This design comes from an exercise in tuning for small area, a short achievable clock period and few clock cycles per item on the open sky130 flow, not from production work. RTL that was checked went through simulation tests only; none was proved equivalent to the original. Power and IR drop assume default switching activity.

==> inputs of run a <==
// alu_exec_ctrl
module alu_exec_ctrl #(
  parameter int MUL_LAT = 3
) (
  input  logic        clk,
  input  logic        rst_n,
  input  logic        instr_valid,
  output logic        instr_ready,
  input  logic [31:0] instr,
  output logic        busy,
  output logic        done,
  output logic        illegal,
  output logic [4:0]  wb_addr,
  output logic [15:0] wb_data,
  output logic [15:0] sgpr_out,
  input  logic [4:0]  dbg_addr,
  output logic [15:0] dbg_data
);
==> module alu_exec_ctrl, before the edit <==
module alu_exec_ctrl #(
  parameter int MUL_LAT = 3
) (
  input  logic        clk,
  input  logic        rst_n,
  input  logic        instr_valid,
  output logic        instr_ready,
  input  logic [31:0] instr,
  output logic        busy,
  output logic        done,
  output logic        illegal,
  output logic [4:0]  wb_addr,
  output logic [15:0] wb_data,
  output logic [15:0] sgpr_out,
  input  logic [4:0]  dbg_addr,
  output logic [15:0] dbg_data
);
  logic [15:0] gpr [32];
  logic [31:0] gv;
  logic [15:0] sgpr;
  logic        s1_v;
  logic [31:0] ir;
  logic [4:0]  s1_opc, rs1, rs2;
  logic        imm;
  assign s1_opc = ir[31:27];
  assign rs1    = ir[21:17];
  assign imm    = ir[16];
  assign rs2    = ir[15:11];
  logic        s2_v, s2_we, s2_mul, s2_fa, s2_fb;
  logic [4:0]  s2_opc, s2_rd;
  logic        s2_imm;
  logic [15:0] ra, rb;
  logic        s3_v, s3_we, s3_mul;
  logic [15:0] hs0, hs1, hi;
  logic        hc, s3_hc;
  assign hi = hs0 + hs1 + {15'd0, s3_hc};
  logic        stall;
  assign stall = s1_v && s1_opc == 5'd4 && s2_v && s2_we &&
                 (s2_rd == rs1 || (!imm && s2_rd == rs2));
  assign instr_ready = rst_n && !stall;
  logic [4:0]  addr_a;
  logic [31:0] sel_a, sel_b;
  logic [15:0] rd_a, rd_b;
  logic        w3a, w3b;
  assign addr_a = s1_v ? rs1 : dbg_addr;
  assign sel_a  = (s1_v ? (32'd1 << rs1) : (32'd1 << dbg_addr)) & gv;
  assign sel_b  = (32'd1 << rs2) & gv;
  always_comb begin
    rd_a = '0;
    rd_b = '0;
    for (int i = 0; i < 32; i++) begin
      rd_a = rd_a | (gpr[i] & {16{sel_a[i]}});
      rd_b = rd_b | (gpr[i] & {16{sel_b[i]}});
    end
  end
  assign dbg_data = rd_a;
  assign sgpr_out = sgpr;
  assign w3a      = s3_v && s3_we && wb_addr == rs1;
  assign w3b      = s3_v && s3_we && wb_addr == rs2;
  always_ff @(posedge clk) begin
    if (!stall) ir <= instr;
    s2_opc <= s1_opc;
    s2_rd  <= ir[26:22];
    s2_imm <= imm;
    s2_we  <= s1_opc <= 5'd11;
    s2_mul <= s1_opc == 5'd4;
    s2_fa  <= s2_v && s2_we && s2_rd == rs1;
    s2_fb  <= !imm && s2_v && s2_we && s2_rd == rs2;
    ra     <= w3a ? wb_data : rd_a;
    rb     <= imm ? ir[15:0] : w3b ? wb_data : rd_b;
  end
  logic [15:0] a, b, alu, sg, sum, mv, lo;
  logic [31:0] r0, r1;
  logic        sub;
  assign a = s2_fa ? wb_data : ra;
  assign b = s2_fb ? wb_data : rb;
  mul16_csa u_mul (.a(ra), .b(rb), .r0(r0), .r1(r1));
  assign {hc, lo} = {1'b0, r0[15:0]} + {1'b0, r1[15:0]};
  assign sg  = s3_v && s3_mul ? hi : sgpr;
  assign sub = s2_opc[0];
  assign sum = a + (b ^ {16{sub}}) + {15'd0, sub};
  assign mv  = s2_imm ? b : a;
  always_comb begin
    case (s2_opc)
      5'd0:    alu = sg;
      5'd1:    alu = mv;
      5'd2:    alu = sum;
      5'd3:    alu = sum;
      5'd5:    alu = a | b;
      5'd6:    alu = a & b;
      5'd7:    alu = a ^ b;
      5'd8:    alu = ~(a ^ b);
      5'd9:    alu = ~(a & b);
      5'd10:   alu = ~(a | b);
      5'd11:   alu = ~mv;
      default: alu = '0;
    endcase
  end
  always_ff @(posedge clk) begin
    s3_we   <= s2_we;
    s3_mul  <= s2_mul;
    wb_addr <= s2_rd;
    wb_data <= s2_mul ? lo : alu;
    hs0     <= r0[31:16];
    hs1     <= r1[31:16];
    s3_hc   <= hc;
    if (s3_v && s3_we) gpr[wb_addr] <= wb_data;
  end
  always_ff @(posedge clk or negedge rst_n)
    if (!rst_n) begin
      s1_v <= 1'b0;
      s2_v <= 1'b0;
      s3_v <= 1'b0;
      sgpr <= '0;
      gv   <= '0;
    end else begin
      s1_v <= stall || instr_valid;
      s2_v <= s1_v && !stall;
      s3_v <= s2_v;
      if (s3_v && s3_mul) sgpr <= hi;
      if (s3_v && s3_we) gv[wb_addr] <= 1'b1;
    end
  assign illegal = !s3_we;
  assign busy = s1_v || s2_v || s3_v;
  assign done = s3_v;
endmodule
==> flow/config.mk <==
export PLATFORM = sky130hd
export DESIGN_NAME = alu_exec_ctrl
export DESIGN_NICKNAME = alu_exec_ctrl
export VERILOG_FILES = /design/flow/design.v
export SDC_FILE = /design/flow/constraint.sdc
export NUM_CORES = 4
export LEC_CHECK = 0
export CAP_MARGIN = 20
export CORE_MARGIN = 2
export CORE_UTILIZATION = 60
export PLACE_DENSITY = 0.75
export SETUP_SLACK_MARGIN = 4
export SLEW_MARGIN = 20
export TNS_END_PERCENT = 5
==> flow/constraint.sdc <==
create_clock -name core_clock -period 10.0 [get_ports {clk}]
set_input_delay 2.0000 -clock core_clock [delete_from_list [all_inputs] [get_ports {clk}]]
set_output_delay 2.0000 -clock core_clock [all_outputs]
set_load 0.01 [all_outputs]
standard.sh (not shown) runs the stock make flow with config.mk's settings and CLKGATE_MAP_FILE= SYNTH_SCRIPT=/design/flow/synth_recipe.tcl, a recipe that flattens the netlist after the stock synthesis.
==> flow/flow/run.sh <==
#!/bin/bash
set -o pipefail
cp standard.sh standard_sh_copy.log
export CTS_ARGS="-sink_clustering_enable -repair_clock_nets -dont_use_dummy_load -buf_list sky130_fd_sc_hd__clkbuf_4"
bash standard.sh > standard_flow.log 2>&1
==> run b (differences from run a) <==
==> flow/flow/run.sh (replaced) <==
#!/bin/bash
set -o pipefail
cp standard.sh standard_sh_copy.log
export CTS_ARGS="-sink_clustering_enable -repair_clock_nets -dont_use_dummy_load"
bash standard.sh > standard_flow.log 2>&1
--- a/flow/config.mk
+++ b/flow/config.mk
@@ -6,9 +6,9 @@
 export NUM_CORES = 4
 export LEC_CHECK = 0
-export CAP_MARGIN = 20
+export CAP_MARGIN = 5
 export CORE_MARGIN = 2
 export CORE_UTILIZATION = 60
 export PLACE_DENSITY = 0.75
 export SETUP_SLACK_MARGIN = 4
-export SLEW_MARGIN = 20
+export SLEW_MARGIN = 5
 export TNS_END_PERCENT = 5
==> run c (differences from run a) <==
--- a/flow/design.v
+++ b/flow/design.v
@@ -100,4 +100,5 @@
     s3_we   <= s2_we;
     s3_mul  <= s2_mul;
+    illegal <= !s2_we;
     wb_addr <= s2_rd;
     wb_data <= s2_mul ? lo : alu;
@@ -121,5 +122,4 @@
       if (s3_v && s3_we) gv[wb_addr] <= 1'b1;
     end
-  assign illegal = !s3_we;
   assign busy = s1_v || s2_v || s3_v;
   assign done = s3_v;
==> flow/run.sh (new file) <==
#!/bin/bash
# synth_recipe.tcl (not shown) runs the flow's synth.tcl, then flattens the netlist and writes it again
# the make line also repeats each setting of config.mk as NAME=value (left out here)
make -C /OpenROAD-flow-scripts/flow DESIGN_CONFIG=/design/flow/config.mk WORK_HOME=/design/flow/orfs CLKGATE_MAP_FILE= SYNTH_SCRIPT=/design/flow/synth_recipe.tcl finish
removed: flow/flow/run.sh
removed: flow/standard.sh
==> results.txt <==
Result of the run: run b finished clean; run c finished clean; run a finished clean
Area delta synth->final: run b 14.0%; run c 15.6%; run a 13.5%
Post-synthesis average cell area: run b 12.0 µm²; run c 12.0 µm²; run a 12.0 µm²
Crit. Startpoint: run b dbg_addr[3]; run c dbg_addr[4]; run a dbg_addr[4]
GR Layer Usage met1: run b 0.566; run c 0.584; run a 0.581
DIE HEIGHT: run b 257 µm; run c 258 µm; run a 257 µm
Length of routed met3 wiring: run b 27.4 mm; run c 25.6 mm; run a 27.4 mm
Clock buffers and inverters, area share: run b 0.0419; run c 0.0592; run a 0.0308
Number of antenna violations at the first check in global routing: run b 9; run c 10; run a 14
Met3 global-route usage: run b 0.229; run c 0.209; run a 0.227
Share of the synthesized netlist area taken by xor and xnor gates: run b 0.0174; run c 0.0166; run a 0.0174
WL final: run b 159 mm; run c 161 mm; run a 160 mm
Power consumed by the clock network: run b 2.33 mW; run c 2.99 mW; run a 1.85 mW
Number of buffer and inverter stages on the critical path: run b 4; run c 4; run a 3
Mean number of vias per cell: run b 7.61; run c 7.45; run a 7.57
Post-synth design cell area: run b 38300 µm²; run c 38600 µm²; run a 38300 µm²
Share of power burned in the clock network: run b 0.330; run c 0.382; run a 0.281
Maximum frequency from static timing analysis: run b 159 MHz; run c 162 MHz; run a 161 MHz
Setup bufs post-CTS: run b 65; run c 59; run a 76
Final cycle utilization of the critical path: run b 0.630; run c 0.619; run a 0.623
Die area: run b 65800 µm²; run c 66300 µm²; run a 65800 µm²
Register fraction of the total cell area: run b 0.450; run c 0.441; run a 0.452
Critical Path Stages: run b 10; run c 11; run a 10
Count of placed standard cells including taps: run b 4017; run c 4055; run a 4017
Via count of the routed design: run b 31700; run c 31800; run a 32500
Post-synthesis compound-gate area fraction: run b 0.155; run c 0.157; run a 0.155
Number of filler instances in the final layout: run b 4501; run c 4418; run a 4591
Testbench counts of run a, summed over its fixed seeds: cycles 32,137, instrs 32,000.
Testbench counts of run b, summed over its fixed seeds: cycles 32,137, instrs 32,000.
No functional check of the RTL was part of run c.

-- what the ideal ports hide --
No port has a modelled driver above. Below, the same layouts with a new extraction and two added sets of constraints. Step 1 sets driving cells, clkbuf_16 on the clock port and buf_2 on the other inputs (assumed; they add their load-dependent delay and slew). Step 2 times the ports against the registers' clock, not the clock port: input delays grow and output delays shrink by t, the midpoint of the rising clock arrivals with the driver on. a / b / c = ideal ports / drivers / drivers and shift; a / b = the first two.
run | t (ns) | slack for setup (ns) | slew at the worst register clock pin (ns)
run a | 1.105 | 3.774 / 3.722 / 3.722 | 0.08 / 0.08
run b | 0.685 | 3.704 / 3.647 / 3.647 | 0.07 / 0.07
run c | 0.718 | 3.811 / 3.746 / 3.746 | 0.07 / 0.07
After both steps every run listed still meets setup and hold. The setup slack of run c, which loses most, moves by -0.065 ns with the drivers and by -0.065 ns with both steps.
